Source: an optimization exercise on an open RTL-to-GDS flow (aim: a short achievable clock period and few clock cycles). Production flows keep margins and buffers that such runs may drop. The RTL was checked by simulation tests, not by an equivalence proof against the original design. No activity file was given, so power comes from the tool's default toggle rates.

==> design.v <==
`timescale 1ns/1ns
package cpu_pkg;
    typedef logic [63:0] word_t;
    typedef logic [4:0]  reg_id_t;
    typedef logic [40:0] imm41_t;
    typedef logic [50:0] imm51_t;
    typedef logic [4:0]  shamt_t;
    localparam reg_id_t REG_PC = 5'd31;
    localparam word_t WORD_BYTES = 64'd8;
    typedef enum logic [6:0] {
        OP_NOP     = 7'h00,
        OP_SET     = 7'h01,
        OP_LOAD    = 7'h02,
        OP_STORE   = 7'h03,
        OP_JUMP    = 7'h04,
        OP_TESTBIT = 7'h05,
        OP_SUB     = 7'h06,
        OP_SHIFTL  = 7'h07,
        OP_OR      = 7'h08,
        OP_AND     = 7'h09,
        OP_XOR     = 7'h0a,
        OP_HALT    = 7'h7f
    } opcode_e;
    typedef enum logic [1:0] {
        FMT_RRO = 2'd0,
        FMT_RIS = 2'd1,
        FMT_I   = 2'd2
    } format_e;
    typedef enum logic [3:0] {
        COND_ALWAYS = 4'd0,
        COND_Z      = 4'd1,
        COND_NZ     = 4'd9
    } cond_e;
    typedef enum logic [2:0] {
        HALT,
        INIT,
        FETCH,
        DECODE,
        REG_READ,
        EXECUTE,
        REG_WRITE
    } state_e;
    localparam int OPC_HI      = 63;
    localparam int OPC_LO      = 57;
    localparam int FMT_HI      = 56;
    localparam int FMT_LO      = 55;
    localparam int COND_HI     = 54;
    localparam int COND_LO     = 51;
    localparam int RA_HI       = 50;
    localparam int RA_LO       = 46;
    localparam int RB_HI       = 45;
    localparam int RB_LO       = 41;
    localparam int RIS_IMM_HI  = 45;
    localparam int RIS_IMM_LO  = 5;
    localparam int SHAMT_HI    = 4;
    localparam int SHAMT_LO    = 0;
    localparam int OFF_HI      = 40;
    localparam int OFF_LO      = 0;
    localparam int IIMM_HI     = 50;
    localparam int IIMM_LO     = 0;
endpackage
`timescale 1ns/1ns
`timescale 1ns/1ns
`timescale 1ns/1ns
`timescale 1ns/1ns
`timescale 1ns/1ns
module cpu_top #(
    parameter logic [63:0] RESET_PC = 64'h0000_8000_0000_0000
) (
    input  logic  clk_i,
    input  logic  rst_i,
    output logic  stb_o,
    output logic  we_o,
    output cpu_pkg::word_t adr_o,
    output cpu_pkg::word_t dat_o,
    input  cpu_pkg::word_t dat_i,
    input  logic  ack_i,
    input  logic  err_i
);
    logic st_e;    
    logic st_f;    
    logic st_m;    
    logic [63:0] ir;
    logic [63:0] opa;      
    logic [63:0] opb;      
    logic [63:0] pc8;      
    logic        z;
    logic [63:0] adr_q;
    logic        we_q;
    logic [63:0] rf [31];
    logic [6:0]  op;
    logic [1:0]  fmt;
    logic [3:0]  cnd;
    logic [4:0]  ra;
    logic [40:0] immx;
    logic        cond_pass;
    assign op   = ir[63:57];
    assign fmt  = ir[56:55];
    assign cnd  = ir[54:51];
    assign ra   = ir[50:46];
    assign immx = (fmt == 2'd0) ? ir[40:0] : ir[45:5];
    always_comb begin
        case (cnd)
            4'd1:    cond_pass = z;
            4'd9:    cond_pass = !z;
            default: cond_pass = 1'b1;
        endcase
    end
    logic is_set, is_load, is_store, is_jump, is_tbit, is_sub, is_shl;
    logic is_or, is_and, is_xor, is_halt, is_alu;
    assign is_set   = (op == 7'h01);
    assign is_load  = (op == 7'h02);
    assign is_store = (op == 7'h03);
    assign is_jump  = (op == 7'h04);
    assign is_tbit  = (op == 7'h05);
    assign is_sub   = (op == 7'h06);
    assign is_shl   = (op == 7'h07);
    assign is_or    = (op == 7'h08);
    assign is_and   = (op == 7'h09);
    assign is_xor   = (op == 7'h0a);
    assign is_halt  = (op == 7'h7f);
    assign is_alu   = is_set | is_sub | is_shl | is_or | is_and | is_xor;
    logic [63:0] imm64;
    logic [63:0] alu_res;
    logic        big_amt;
    assign imm64   = {23'd0, immx};
    assign big_amt = |immx[40:6];
    always_comb begin
        alu_res = '0;
        case (1'b1)
            is_set: alu_res = (fmt == 2'd1) ? (imm64 << ir[4:0]) : opb;
            is_sub: alu_res = opa - imm64;
            is_shl: alu_res = big_amt ? 64'd0 : (opa << immx[5:0]);
            is_or:  alu_res = opa | opb;
            is_and: alu_res = opa & opb;
            is_xor: alu_res = opa ^ opb;
            default: alu_res = '0;
        endcase
    end
    logic e_alu, e_wr, e_stall, e_halt, e_mem, e_jmp, e_req;
    logic [63:0] e_tgt, e_fadr, e_madr, e_adr;
    assign e_alu   = cond_pass & is_alu;
    assign e_wr    = e_alu & (ra != 5'd31);
    assign e_stall = e_alu & (ra == 5'd31);    
    assign e_halt  = cond_pass & is_halt;
    assign e_mem   = cond_pass & (is_load | is_store);
    assign e_jmp   = cond_pass & is_jump;
    assign e_req   = !e_halt & !e_stall;
    assign e_tgt  = (fmt == 2'd2) ? {13'd0, ir[50:0]} : opa;
    assign e_fadr = e_jmp ? e_tgt : pc8;
    assign e_madr = (is_store ? opa : opb) + imm64;
    assign e_adr  = e_mem ? e_madr : e_fadr;
    logic f_act, m_act, done;
    assign stb_o = st_f | st_m | (st_e & e_req);
    assign we_o  = st_m ? we_q : (st_e & e_mem & is_store);
    assign adr_o = st_e ? e_adr : adr_q;
    assign dat_o = opb;
    assign f_act = st_f | (st_e & e_req & !e_mem);
    assign m_act = st_m | (st_e & e_mem);
    assign done  = ack_i | err_i;
    logic [63:0] cur_fadr, fadr8, rd_a, rd_b;
    logic [4:0]  sel_a, sel_b;
    logic        fwd_a, fwd_b;
    assign cur_fadr = st_e ? e_fadr : adr_q;
    assign fadr8    = cur_fadr + 64'd8;
    assign sel_a    = dat_i[50:46];
    assign sel_b    = dat_i[45:41];
    assign fwd_a    = st_e & e_wr & (ra == sel_a);
    assign fwd_b    = st_e & e_wr & (ra == sel_b);
    always_comb begin
        rd_a = (sel_a == 5'd31) ? fadr8 : rf[sel_a];
        rd_b = (sel_b == 5'd31) ? fadr8 : rf[sel_b];
        if (fwd_a) rd_a = alu_res;
        if (fwd_b) rd_b = alu_res;
    end
    logic ld_done, rf_we;
    logic [63:0] rf_wd;
    assign ld_done = m_act & done & is_load;
    assign rf_we   = (st_e & e_wr) | (ld_done & (ra != 5'd31));
    assign rf_wd   = ld_done ? dat_i : alu_res;
    always_ff @(posedge clk_i) begin
        if (rst_i) begin
            for (int i = 0; i < 31; i++) rf[i] <= '0;
        end else if (rf_we) begin
            rf[ra] <= rf_wd;
        end
    end
    always_ff @(posedge clk_i) begin
        if (f_act && ack_i) begin
            ir  <= dat_i;
            opa <= rd_a;
            opb <= rd_b;
            pc8 <= fadr8;
        end
    end
    always_ff @(posedge clk_i) begin
        if (rst_i) begin
            st_e  <= 1'b0;
            st_f  <= 1'b1;
            st_m  <= 1'b0;
            adr_q <= RESET_PC;
            we_q  <= 1'b0;
            z     <= 1'b0;
        end else begin
            if (st_e) begin
                if (cond_pass && is_sub) z <= (opa == imm64);
                if (cond_pass && is_tbit) z <= big_amt | !opa[immx[5:0]];
                we_q  <= e_mem & is_store;
                adr_q <= e_stall ? alu_res : e_adr;
            end
            if (m_act && done) begin
                adr_q <= (is_load && ra == 5'd31) ? dat_i : pc8;
            end
            if (f_act) begin
                if (ack_i) begin
                    st_e <= 1'b1; st_f <= 1'b0; st_m <= 1'b0;
                end else if (err_i) begin
                    st_e <= 1'b0; st_f <= 1'b0; st_m <= 1'b0;
                end else begin
                    st_e <= 1'b0; st_f <= 1'b1; st_m <= 1'b0;
                end
            end else if (m_act) begin
                if (done) begin
                    st_e <= 1'b0; st_f <= 1'b1; st_m <= 1'b0;
                end else begin
                    st_e <= 1'b0; st_f <= 1'b0; st_m <= 1'b1;
                end
            end else if (st_e) begin
                st_e <= 1'b0; st_f <= e_stall; st_m <= 1'b0;
            end
        end
    end
endmodule
==> run.sh <==
#!/bin/bash
# synth_recipe.tcl (not shown) runs the flow's synth.tcl, then flattens the netlist and writes it again
# the make line also repeats each setting of config.mk as NAME=value (left out here)
make -C /OpenROAD-flow-scripts/flow DESIGN_CONFIG=/design/flow/config.mk WORK_HOME=/design/flow/orfs CLKGATE_MAP_FILE= SYNTH_SCRIPT=/design/flow/synth_recipe.tcl finish
==> config.mk <==
export PLATFORM = sky130hd
export DESIGN_NAME = cpu_top
export DESIGN_NICKNAME = cpu_top
export VERILOG_FILES = /design/flow/design.v
export SDC_FILE = /design/flow/constraint.sdc
export NUM_CORES = 4
export LEC_CHECK = 0
export CAP_MARGIN = 20
export CORE_MARGIN = 2
export CORE_UTILIZATION = 40
export SLEW_MARGIN = 20
==> constraint.sdc <==
create_clock -name core_clock -period 10.0 [get_ports {clk_i}]
set_input_delay 2.0000 -clock core_clock [delete_from_list [all_inputs] [get_ports {clk_i}]]
set_output_delay 2.0000 -clock core_clock [all_outputs]
set_load 0.01 [all_outputs]
==> summary.md <==
| Metric | Value |
|---|---|
| Final Max Slew Viols | 0 |
| Avg WL per Cell | 42.9 µm |
| CTS tree | built |
| Area fraction of the dominant cell type after synthesis | 47.7% |
| Final HPWL DP | 475 mm |
| Vias in the first global route | 114000 |
| Yosys warning count | 1 |
| DRC viols | 0 |
| # hold bufs at CTS | 0 |
| Final Critical Period | 9.84 ns |
| Clk slew on worst S/H paths | 0.05 ns |
| Max-Cap Viols | 0 |
| Arrival @ worst endpoint | 7.84 ns |
| Asr flop ratio synth | 0% |
| Cts bufs inserted | 270 |
| Hold path start | we_q$_SDFFE_PP0P_ |
| Register area share after synthesis | 48.7% |
| Period utilization | 98.4% |
| Synthesized instance count | 11900 |
| Setup-failing EPs final | 0 |
| Clock sinks | 2373 |
| Startpoint Class | flip-flop |
| Clock Skew | just over 0.06 ns |
| Die Y | just over 600 µm |
| Post-Route WL | 716 mm |
| Yosys top cell by area | edfxtp_1 |
| Post-Synth Adder-Cell Area | 1.80% |
| Most frequent CP cell | buf_4 |
| Clock latency on the worst-skew pair | 0.88 ns |
| Commonest cells post-synth | 2326 x nor2_1, 2304 x edfxtp_1, 1373 x mux4_2, 838 x clkbuf_1, 706 x nand2_1 |
| RSZ-0062 raised after global routing | false |
| Violation count after the first detailed-route iteration | 20400 |
| Row Count | 221 |
| Io pins | 198 |
| Clock buffer depth | 4 |
| Synth Area in XOR/XNOR | 1.27% |
| Nets | 11900 |
| Outcome | timing/DRC/antenna clean |
| #FFs+latches synth | 2373 |
| CP endpoint kind | output pin |
| Clk root buf | clkbuf_16 |
| WHS | 0.466 ns |
| Slew headroom | between 10% and 20% |
| Peak supply drop | 0.140 mV |
| Reg2reg start | ir[56]$_DFFE_PP_ |
| Post-synth EDFFs | 2304 |
| FMAX | roughly 0.10 GHz |
| CP required | 8.00 ns |
| Placer's final routability congestion estimate | 1.08 |
| Cell with the most instances after synthesis | nor2_1 |
| CP Max Fanout | 24 |
| Syn Std Cell Area | 0.145 mm² |
| DR vias | 117000 |
| Worst Max-Slew Pin Slew | 1.24 ns |
| Cell variety after synth | 117 |
| Crit-path slowest cell | a21oi_1 |
| Filler instances | around 33000 |
| Port Buffers | 197 |
| Multiplexer share of the synthesized area | 24.0% |
| Leakage | 55.4 nW |
| Crit. Startpoint | ir[58]$_DFFE_PP_ |
| Synth Area per Inst | approximately 12 µm² |
| Drt via density | 7.01 |
| Compound-Gate Fraction of Synth Area | approximately 9% |
| First-pass GRT wire length | 963 mm |
| R2r setup slk | 2.78 ns |
| Drt pass-1 iters | 7 |
| Synth Flop Type | edfxtp_1 |
| Critical Path Max Stage Delay | 0.66 ns |
| DRT antenna net count | 0 |
| Antenna violations before repair | 51 |
| Hold Fails Final Rpt | 0 |
| Core ar. | 0.362 mm² |
| Area grow syn2layout | 11.7% |
| Cells along the critical path | buf_4 > or4b_1 > nor2_4 > buf_12 > buf_4 > o21ai_0 > fa_1 > a211oi_1 > nor2_1 > o41ai_1 > o21ai_1 > a311oi_1 > or3_1 > a211o_1 > nand3b_1 > a221oi_2 > mux2i_1 > a21oi_1 > o21bai_1 > buf_4 |
| Setup TNS | 0 ns |
| Top post-synthesis cells by area | edfxtp_1 48%, mux4_2 21%, nor2_1 6.0% |
| Share of cells above drive strength 1 | between 20% and 30% |
| Initial core utilization | 40.1% |
| Worst hold path class | reg2reg |
| DIE WIDTH | 606 µm |
| Simple-Gate Fraction of Synth Area | 11.3% |
| Largest net degree at the start of global routing | 130 |
| Maximum level of the CTS H-tree | 5 |
| PwrDens | 164 mW/mm² |
| Dominant combinational cell family by area after synthesis | multiplexers |
| Die area | 0.367 mm² |
| WS Path Type | reg2out |
| Total GRT Usage | 38.3% |
| Grt ovf | 0 |
final timing paths:
check,endpoint,cells past startpoint
worst max-delay path,adr_o[38],20
worst min-delay path,we_q$_SDFFE_PP0P_,2
worst max register to register,opb[56]$_DFFE_PP_,14
worst min register to register,we_q$_SDFFE_PP0P_,2
layer usage:
layer	routed length, µm	part of all wire (%)	global-route usage (%)	vias up
met4	54400	7.6	24.3	32
met1	248000	35	47.8	59700
met5	210	0.029	0	-
li1	-	-	-	44800
met2	316000	44	57.9	10100
met3	97200	14	11.8	2235
power by group:
part / switching (mW) / internal, mW
sequential: 0.342 / 11.3
clock: 4.27 / 5.55
combinational: 3.35 / 1.73
total: 7.97 / 18.6
state kept, by name (all words and copies together), names as in the netlist:
name	cells
adr_q	64
ir	64
opa	64
opb	64
pc8	64
rf	2048
st_e	1
st_f	1
st_m	1
we_q	1
z	1
final cells by class:
| cell class | count | area, µm² | area share (%) |
|---|---|---|---|
| Clock buffer | 350 | 7280 | 4.49 |
| Multi-Input combinational cell | 8039 | 69800 | 43.1 |
| Inverter | 298 | 1120 | 0.694 |
| Clock inverter | 120 | 1040 | 0.645 |
| Sequential cell | 2373 | 70600 | 43.6 |
| Antenna cell | 36 | 90.1 | 0.0556 |
| Timing Repair Buffer | 678 | 6030 | 3.72 |
| Tap cell | 4794 | 6000 | 3.70 |
repair_timing:
action	4_1_cts	5_1_grt
gates resized for setup	1	2
endpoints found under the setup margin	3	5
setup buffers	1	0
pin swaps	1	0
metrics by stage:
step	utilization [%]	worst slack [ns]	area, µm²	power, mW	cells
final	44.8	0.160	162000	26.6	16700
after floorplan	-	0.480	145000	14.5	11900
after global placement	42.4	0.708	153000	16.7	16200
after global routing	44.7	0.0127	162000	27.0	16700
after detailed placement	42.4	0.797	153000	16.7	16200
after CTS	44.7	0.235	162000	26.3	16700
cell usage in the layout (no fill, tap or decap), types with 184 or more instances in the layout:
| cell | instances |
|---|---|
| inv_1 | 285 |
| mux4_2 | 1373 |
| a21oi_1 | 453 |
| buf_4 | 450 |
| nor2_1 | 2318 |
| nand2_1 | 637 |
| edfxtp_1 | 2304 |
| clkdlybuf4s50_1 | 184 |
| mux2i_1 | 342 |
| clkbuf_16 | 278 |
| o21ai_0 | 478 |
kinds of logic (layout without fill, tap and decap cells):
logic type,Yosys count,in the layout
AOI/OAI and AO/OA,1953,1953
other,1,100
xor gates and xnor gates,211,211
DFF,2373,2373
and+or+nand+nor,3834,3834
muxes,1761,1761
buffers and inverters,1511,1446
adders and majority gates,216,216
critical path: cells and delay by family, from the launching register on:
| kind | cells | cell delay, ns |
|---|---|---|
| AO/OA/AOI/OAI | 9 | 3.45 |
| adder cells (fa/ha/maj) | 1 | 0.50 |
| buffers and inverters | 4 | 0.96 |
| flip-flops | 1 | 0.32 |
| multiplexers | 1 | 0.16 |
| AND/OR/NAND/NOR | 5 | 1.53 |
Testbench counts, summed over its fixed seeds: cycles 81,305.

static timing again, ports no longer ideal:
In the flow no input, the clock included, has a driving cell. The finished layout below was timed again as built, in two steps. Step 1, drivers: a clkbuf_16 drives clk_i and a buf_2 each remaining input, both assumed. Step 2, shift: input delay + t, output delay - t, t = (earliest + latest rising clock arrival at the registers) / 2. This alone moves slack from input paths to output paths. Slacks: ideal ports / drivers / drivers and shift; pairs: ideal ports / drivers.
t (ns): 0.955
setup slack, ns: 0.160 / 0.061 / 1.015
hold slack, ns: 0.466 / 0.466 / 0.466
slew at the worst register clock pin (ns): 0.08 / 0.08
After both steps setup and hold are still met in this run. The setup slack of this run moves by -0.099 ns with the drivers and by +0.855 ns with both steps.
